Source: an optimization exercise on an open RTL-to-GDS flow (aim: small area, a short achievable clock period and few clock cycles per item). Production flows keep margins and buffers that such runs may drop. Where RTL was checked, it was by simulation tests only, not by an equivalence proof against the original.

PW:
==> flow/design.v <==
module cordic_pipe #(
  parameter int W         = 16,
  parameter int AW        = 16,
  parameter int ITER      = 12,
  parameter int GAIN_COMP = 1,
  parameter int IN_REG    = 0,    
  parameter int IPS       = 1,    
  parameter int GSPLIT    = 1,    
  parameter int SKID      = 2     
) (
  input  logic          clk,
  input  logic          rst,
  input  logic          in_valid,
  output logic          in_ready,
  input  logic          in_mode,
  input  logic [W-1:0]  in_x,
  input  logic [W-1:0]  in_y,
  input  logic [AW-1:0] in_z,
  output logic          out_valid,
  input  logic          out_ready,
  output logic          out_mode,
  output logic [W-1:0]  out_x,
  output logic [W-1:0]  out_y,
  output logic [AW-1:0] out_z
);
  localparam int XW = W + 2;
  localparam int BW = XW - 5;   
  localparam int NS = ITER / IPS;
  localparam logic signed [AW-1:0] Z90  = AW'(9000);
  localparam logic signed [AW-1:0] Z180 = AW'(18000);
  function automatic logic [AW-1:0] atan_cdeg(input int i);
    case (i)
      0:  atan_cdeg = 4500;
      1:  atan_cdeg = 2657;
      2:  atan_cdeg = 1404;
      3:  atan_cdeg = 713;
      4:  atan_cdeg = 358;
      5:  atan_cdeg = 179;
      6:  atan_cdeg = 90;
      7:  atan_cdeg = 45;
      8:  atan_cdeg = 22;
      9:  atan_cdeg = 11;
      10: atan_cdeg = 6;
      11: atan_cdeg = 3;
      12: atan_cdeg = 1;
      13: atan_cdeg = 1;
      default: atan_cdeg = 0;
    endcase
  endfunction
  function automatic logic [XW-1:0] addsub(input logic [XW-1:0] a, input logic [XW-1:0] b,
                                           input logic sub);
    logic [XW:0] s;
    s = {a, 1'b1} + {b ^ {XW{sub}}, sub};
    addsub = s[XW:1];
  endfunction
  localparam int NV = IN_REG + 1 + NS + (GSPLIT == 1 ? 2 : 1);   
  logic          en;              
  logic          o_v, s_v, rdy;   
  logic [NV-1:0] vld;
  assign out_valid = o_v;
  always_ff @(posedge clk or posedge rst) begin
    if (rst) vld <= '0;
    else if (en) vld <= {vld[NV-2:0], in_valid};
  end
  logic signed [AW-1:0] zi;
  logic                 r_hi, r_lo, vfold, n_fold, n_kp, n_kn, n_d0;
  assign zi     = in_z;
  assign r_hi   = zi > Z90;             
  assign r_lo   = zi < -Z90;            
  assign vfold  = in_x[W-1];            
  assign n_fold = in_mode ? vfold : (r_hi || r_lo);
  assign n_kp   = in_mode ? (vfold && !in_y[W-1]) : r_lo;
  assign n_kn   = in_mode ? (vfold && in_y[W-1]) : r_hi;
  assign n_d0   = in_mode ? (vfold ? (!in_y[W-1] && in_y != 0) : in_y[W-1])
                          : (r_hi ? (zi >= Z180) : r_lo ? (zi >= -Z180) : !zi[AW-1]);
  logic          i_mode, i_fold, i_kp, i_kn, i_d0;
  logic [W-1:0]  i_x, i_y;
  logic [AW-1:0] i_zm;
  if (IN_REG != 0) begin : g_inreg
    always_ff @(posedge clk) begin
      if (en) begin
        i_mode <= in_mode;
        i_x    <= in_x;
        i_y    <= in_y;
        i_zm   <= in_mode ? '0 : in_z;
        i_fold <= n_fold;
        i_kp   <= n_kp;
        i_kn   <= n_kn;
        i_d0   <= n_d0;
      end
    end
  end else begin : g_noinreg
    assign i_mode = in_mode;
    assign i_x    = in_x;
    assign i_y    = in_y;
    assign i_zm   = in_mode ? '0 : in_z;
    assign i_fold = n_fold;
    assign i_kp   = n_kp;
    assign i_kn   = n_kn;
    assign i_d0   = n_d0;
  end
  logic signed [XW-1:0] ext_x, ext_y, px_n, py_n;
  logic signed [AW-1:0] pz_n;
  assign ext_x = {{2{i_x[W-1]}}, i_x};
  assign ext_y = {{2{i_y[W-1]}}, i_y};
  assign px_n  = i_fold ? -ext_x : ext_x;
  assign py_n  = i_fold ? -ext_y : ext_y;
  if (IN_REG != 0) begin : g_pz_sel
    assign pz_n = i_zm + (i_kp ? Z180 : i_kn ? -Z180 : AW'(0));
  end else begin : g_pz_mux
    logic signed [AW-1:0] zp, zn;
    assign zp   = i_zm + Z180;
    assign zn   = i_zm - Z180;
    assign pz_n = i_kp ? zp : i_kn ? zn : i_zm;
  end
  logic [NS:0]           s_mode, s_dx, s_dy, s_dz;
  logic [NS:0][XW-1:0]   s_x, s_y;
  logic [NS:0][AW-1:0]   s_z;
  always_ff @(posedge clk) begin
    if (en) begin
      s_mode[0] <= i_mode;
      s_x[0]    <= px_n;
      s_y[0]    <= py_n;
      s_z[0]    <= pz_n;
      s_dx[0]   <= i_d0;
      s_dy[0]   <= i_d0;
      s_dz[0]   <= i_d0;
    end
  end
  localparam int NC = NS * (IPS + 1);
  logic [NC-1:0][XW-1:0] cx, cy;
  logic [NC-1:0][AW-1:0] cz;
  logic [NC-1:0]         cdx, cdy, cdz;
  for (genvar k = 0; k < NS; k++) begin : g_stage
    localparam int B = k * (IPS + 1);
    assign cx[B+0]  = s_x[k];
    assign cy[B+0]  = s_y[k];
    assign cz[B+0]  = s_z[k];
    assign cdx[B+0] = s_dx[k];
    assign cdy[B+0] = s_dy[k];
    assign cdz[B+0] = s_dz[k];
    for (genvar j = 0; j < IPS; j++) begin : g_rot
      localparam int I = k * IPS + j;
      localparam logic [AW-1:0] ANG = atan_cdeg(I);
      logic signed [XW-1:0] xv, yv, xs, ys;
      assign xv        = cx[B+j];
      assign yv        = cy[B+j];
      assign xs        = xv >>> I;
      assign ys        = yv >>> I;
      assign cx[B+j+1]   = addsub(cx[B+j], ys, cdx[B+j]);
      assign cy[B+j+1]   = addsub(cy[B+j], xs, !cdy[B+j]);
      assign cz[B+j+1]   = cz[B+j] + (cdz[B+j] ? -ANG : ANG);
      assign cdx[B+j+1]  = s_mode[k] ? cy[B+j+1][XW-1] : !cz[B+j+1][AW-1];
      assign cdy[B+j+1]  = cdx[B+j+1];
      assign cdz[B+j+1]  = cdx[B+j+1];
    end
    always_ff @(posedge clk) begin
      if (en) begin
        s_mode[k+1] <= s_mode[k];
        s_x[k+1]    <= cx[B+IPS];
        s_y[k+1]    <= cy[B+IPS];
        s_z[k+1]    <= cz[B+IPS];
        s_dx[k+1]   <= cdx[B+IPS];
        s_dy[k+1]   <= cdy[B+IPS];
        s_dz[k+1]   <= cdz[B+IPS];
      end
    end
  end
  logic signed [XW-1:0] l_x, l_y, g_x, g_y;
  logic          g_mode;
  logic [AW-1:0] g_z;
  assign l_x = s_x[NS];
  assign l_y = s_y[NS];
  if (GSPLIT == 1) begin : g_gain2
    logic signed [XW-1:0] ga_x, ga_y;
    logic signed [BW-1:0] gb_x, gb_y;
    logic          ga_mode;
    logic [AW-1:0] ga_z;
    always_ff @(posedge clk) begin
      if (en) begin
        ga_mode <= s_mode[NS];
        ga_z    <= s_z[NS];
        ga_x    <= (l_x >>> 1) + (l_x >>> 3);
        ga_y    <= (l_y >>> 1) + (l_y >>> 3);
        gb_x    <= BW'(l_x >>> 6) + BW'(l_x >>> 9);
        gb_y    <= BW'(l_y >>> 6) + BW'(l_y >>> 9);
        g_mode  <= ga_mode;
        g_z     <= ga_z;
        g_x     <= ga_x - XW'(gb_x);
        g_y     <= ga_y - XW'(gb_y);
      end
    end
  end else if (GSPLIT == 2) begin : g_gainh
    logic signed [XW-1:0] ga_x, ga_y;
    logic signed [BW-1:0] gb_x, gb_y;
    always_ff @(posedge clk) begin
      if (en) begin
        g_mode <= s_mode[NS];
        g_z    <= s_z[NS];
        ga_x   <= (l_x >>> 1) + (l_x >>> 3);
        ga_y   <= (l_y >>> 1) + (l_y >>> 3);
        gb_x   <= BW'(l_x >>> 6) + BW'(l_x >>> 9);
        gb_y   <= BW'(l_y >>> 6) + BW'(l_y >>> 9);
      end
    end
    assign g_x = ga_x - XW'(gb_x);
    assign g_y = ga_y - XW'(gb_y);
  end else begin : g_gain1
    always_ff @(posedge clk) begin
      if (en) begin
        g_mode <= s_mode[NS];
        g_z    <= s_z[NS];
        g_x    <= (l_x >>> 1) + (l_x >>> 3) - (l_x >>> 6) - (l_x >>> 9);
        g_y    <= (l_y >>> 1) + (l_y >>> 3) - (l_y >>> 6) - (l_y >>> 9);
      end
    end
  end
  function automatic logic [W-1:0] sat(input logic signed [XW-1:0] v);
    if (v[XW-1:W-1] != {(XW-W+1){v[XW-1]}}) sat = {v[XW-1], {(W-1){!v[XW-1]}}};
    else                                    sat = v[W-1:0];
  endfunction
  logic [3*W:0] res, skid;
  assign res = GAIN_COMP != 0 ? {g_mode, sat(g_x), sat(g_y), g_z}
                              : {s_mode[NS], sat(l_x), sat(l_y), s_z[NS]};
  if (SKID == 1) begin : g_skid
    logic push, o_v_n, s_v_n;
    assign en       = !s_v;
    assign in_ready = rdy;
    assign push     = en && vld[NV-1];
    assign o_v_n    = s_v || push || (o_v && !out_ready);
    assign s_v_n    = s_v ? !out_ready : (push && o_v && !out_ready);
    always_ff @(posedge clk or posedge rst) begin
      if (rst) begin
        o_v <= 1'b0;
        s_v <= 1'b0;
        rdy <= 1'b1;
      end else begin
        o_v <= o_v_n;
        s_v <= s_v_n;
        rdy <= !s_v_n;
      end
    end
    always_ff @(posedge clk) begin
      if (!s_v) skid <= res;
      if (!o_v || out_ready) {out_mode, out_x, out_y, out_z} <= s_v ? skid : res;
    end
  end else if (SKID == 2) begin : g_noreg
    assign en       = !o_v || out_ready;
    assign in_ready = en;
    assign s_v      = 1'b0;
    assign rdy      = 1'b1;
    assign skid     = '0;
    assign o_v      = vld[NV-1];
    assign {out_mode, out_x, out_y, out_z} = res;
  end else begin : g_noskid
    assign en       = !o_v || out_ready;
    assign in_ready = en;
    assign s_v      = 1'b0;
    assign rdy      = 1'b1;
    assign skid     = '0;
    always_ff @(posedge clk or posedge rst) begin
      if (rst) o_v <= 1'b0;
      else if (en) o_v <= vld[NV-1];
    end
    always_ff @(posedge clk) begin
      if (en) {out_mode, out_x, out_y, out_z} <= res;
    end
  end
endmodule
clock: 4.4 ns
lec_check: 0
cap_margin: 20
core_margin: 2
core_utilization: 40
setup_slack_margin: 1.2
slew_margin: 20
run.sh (not shown) runs the stock make flow with config.mk's settings and CLKGATE_MAP_FILE= SYNTH_SCRIPT=/design/flow/synth_recipe.tcl, a recipe that flattens the netlist after the stock synthesis.
PW did not stop at any stage, and its layout met the timing, design-rule and antenna checks.
Testbench counts of PW, summed over its fixed seeds: cycles 8,120, items 8,000.
Relative to PW, the following input files were edited for MS:
-- flow/design.v --
<<< PW, line 6
  parameter int IN_REG    = 0,    
  parameter int IPS       = 1,    
  parameter int GSPLIT    = 1,    
  parameter int SKID      = 2     
) (
>>> MS, line 6
  parameter int IN_REG    = 0,    
  parameter int IPS       = 1,    
  parameter int GSPLIT    = 0,    
  parameter int SKID      = 2     
) (
<<< PW, line 72
  assign n_kp   = in_mode ? (vfold && !in_y[W-1]) : r_lo;
  assign n_kn   = in_mode ? (vfold && in_y[W-1]) : r_hi;
  assign n_d0   = in_mode ? (vfold ? (!in_y[W-1] && in_y != 0) : in_y[W-1])
                          : (r_hi ? (zi >= Z180) : r_lo ? (zi >= -Z180) : !zi[AW-1]);
  logic          i_mode, i_fold, i_kp, i_kn, i_d0;
>>> MS, line 72
  assign n_kp   = in_mode ? (vfold && !in_y[W-1]) : r_lo;
  assign n_kn   = in_mode ? (vfold && in_y[W-1]) : r_hi;
  assign n_d0   = in_mode ? (vfold ? ($signed(in_y) > 0) : in_y[W-1])
                          : (r_hi ? (zi >= Z180) : r_lo ? (zi >= -Z180) : !zi[AW-1]);
  logic          i_mode, i_fold, i_kp, i_kn, i_d0;
<<< PW, line 143
      localparam int I = k * IPS + j;
      localparam logic [AW-1:0] ANG = atan_cdeg(I);
      logic signed [XW-1:0] xv, yv, xs, ys;
      assign xv        = cx[B+j];
      assign yv        = cy[B+j];
      assign xs        = xv >>> I;
      assign ys        = yv >>> I;
      assign cx[B+j+1]   = addsub(cx[B+j], ys, cdx[B+j]);
      assign cy[B+j+1]   = addsub(cy[B+j], xs, !cdy[B+j]);
>>> MS, line 143
      localparam int I = k * IPS + j;
      localparam logic [AW-1:0] ANG = atan_cdeg(I);
      logic signed [XW-1:0] xs, ys;
      assign xs        = $signed(cx[B+j]) >>> I;
      assign ys        = $signed(cy[B+j]) >>> I;
      assign cx[B+j+1]   = addsub(cx[B+j], ys, cdx[B+j]);
      assign cy[B+j+1]   = addsub(cy[B+j], xs, !cdy[B+j]);
Compared with PW, MS shows a lower maximum clock rate. Flop and latch count out of synthesis down 78 in MS wrt PW. A first element of the critical path of cdx[2]$_DFFE_PP_ is what PW shows, while s_x[217]$_DFFE_PP_ belongs to MS. Diff PW -> MS: critical path buffer and inverter count climbed 2; synthesized area went down 0.0032 mm2; number of clock buffers in the layout now smaller. Placed wire-length estimate: MS lower than PW. Relative to PW, the final design area excluding fillers measured on MS has decreased by a few percent.
Only the layout flow was run in MS; the RTL was not checked for function there.

==> separate check: timing with driven ports <==
The results above use ideal ports. As a check the final layouts listed here were re-extracted and re-timed, cells and wires unchanged.
Step 1 (the two cells are an assumption about what drives the block):
set clk [get_ports {clk}]
set_driving_cell -lib_cell sky130_fd_sc_hd__clkbuf_16 $clk
set_driving_cell -lib_cell sky130_fd_sc_hd__buf_2 [delete_from_list [all_inputs] $clk]
Step 2 also shifts input and output timing later by t, the mid clock arrival at the registers, as if the neighbouring blocks saw the same clock.
a / b / c = ideal ports / drivers / drivers and shift; a / b = the first two.
| run | t (ns) | setup WS [ns] | worst register clock-pin slew, ns |
|---|---|---|---|
| PW | 0.773 | 1.098 / 1.098 / 0.709 | 0.06 / 0.06 |
| MS | 0.751 | 0.576 / 0.576 / 0.576 | 0.07 / 0.07 |
After both steps setup and hold are still met in every run listed. The setup slack of PW, which loses most, moves by 0.000 ns with the drivers and by -0.389 ns with both steps.
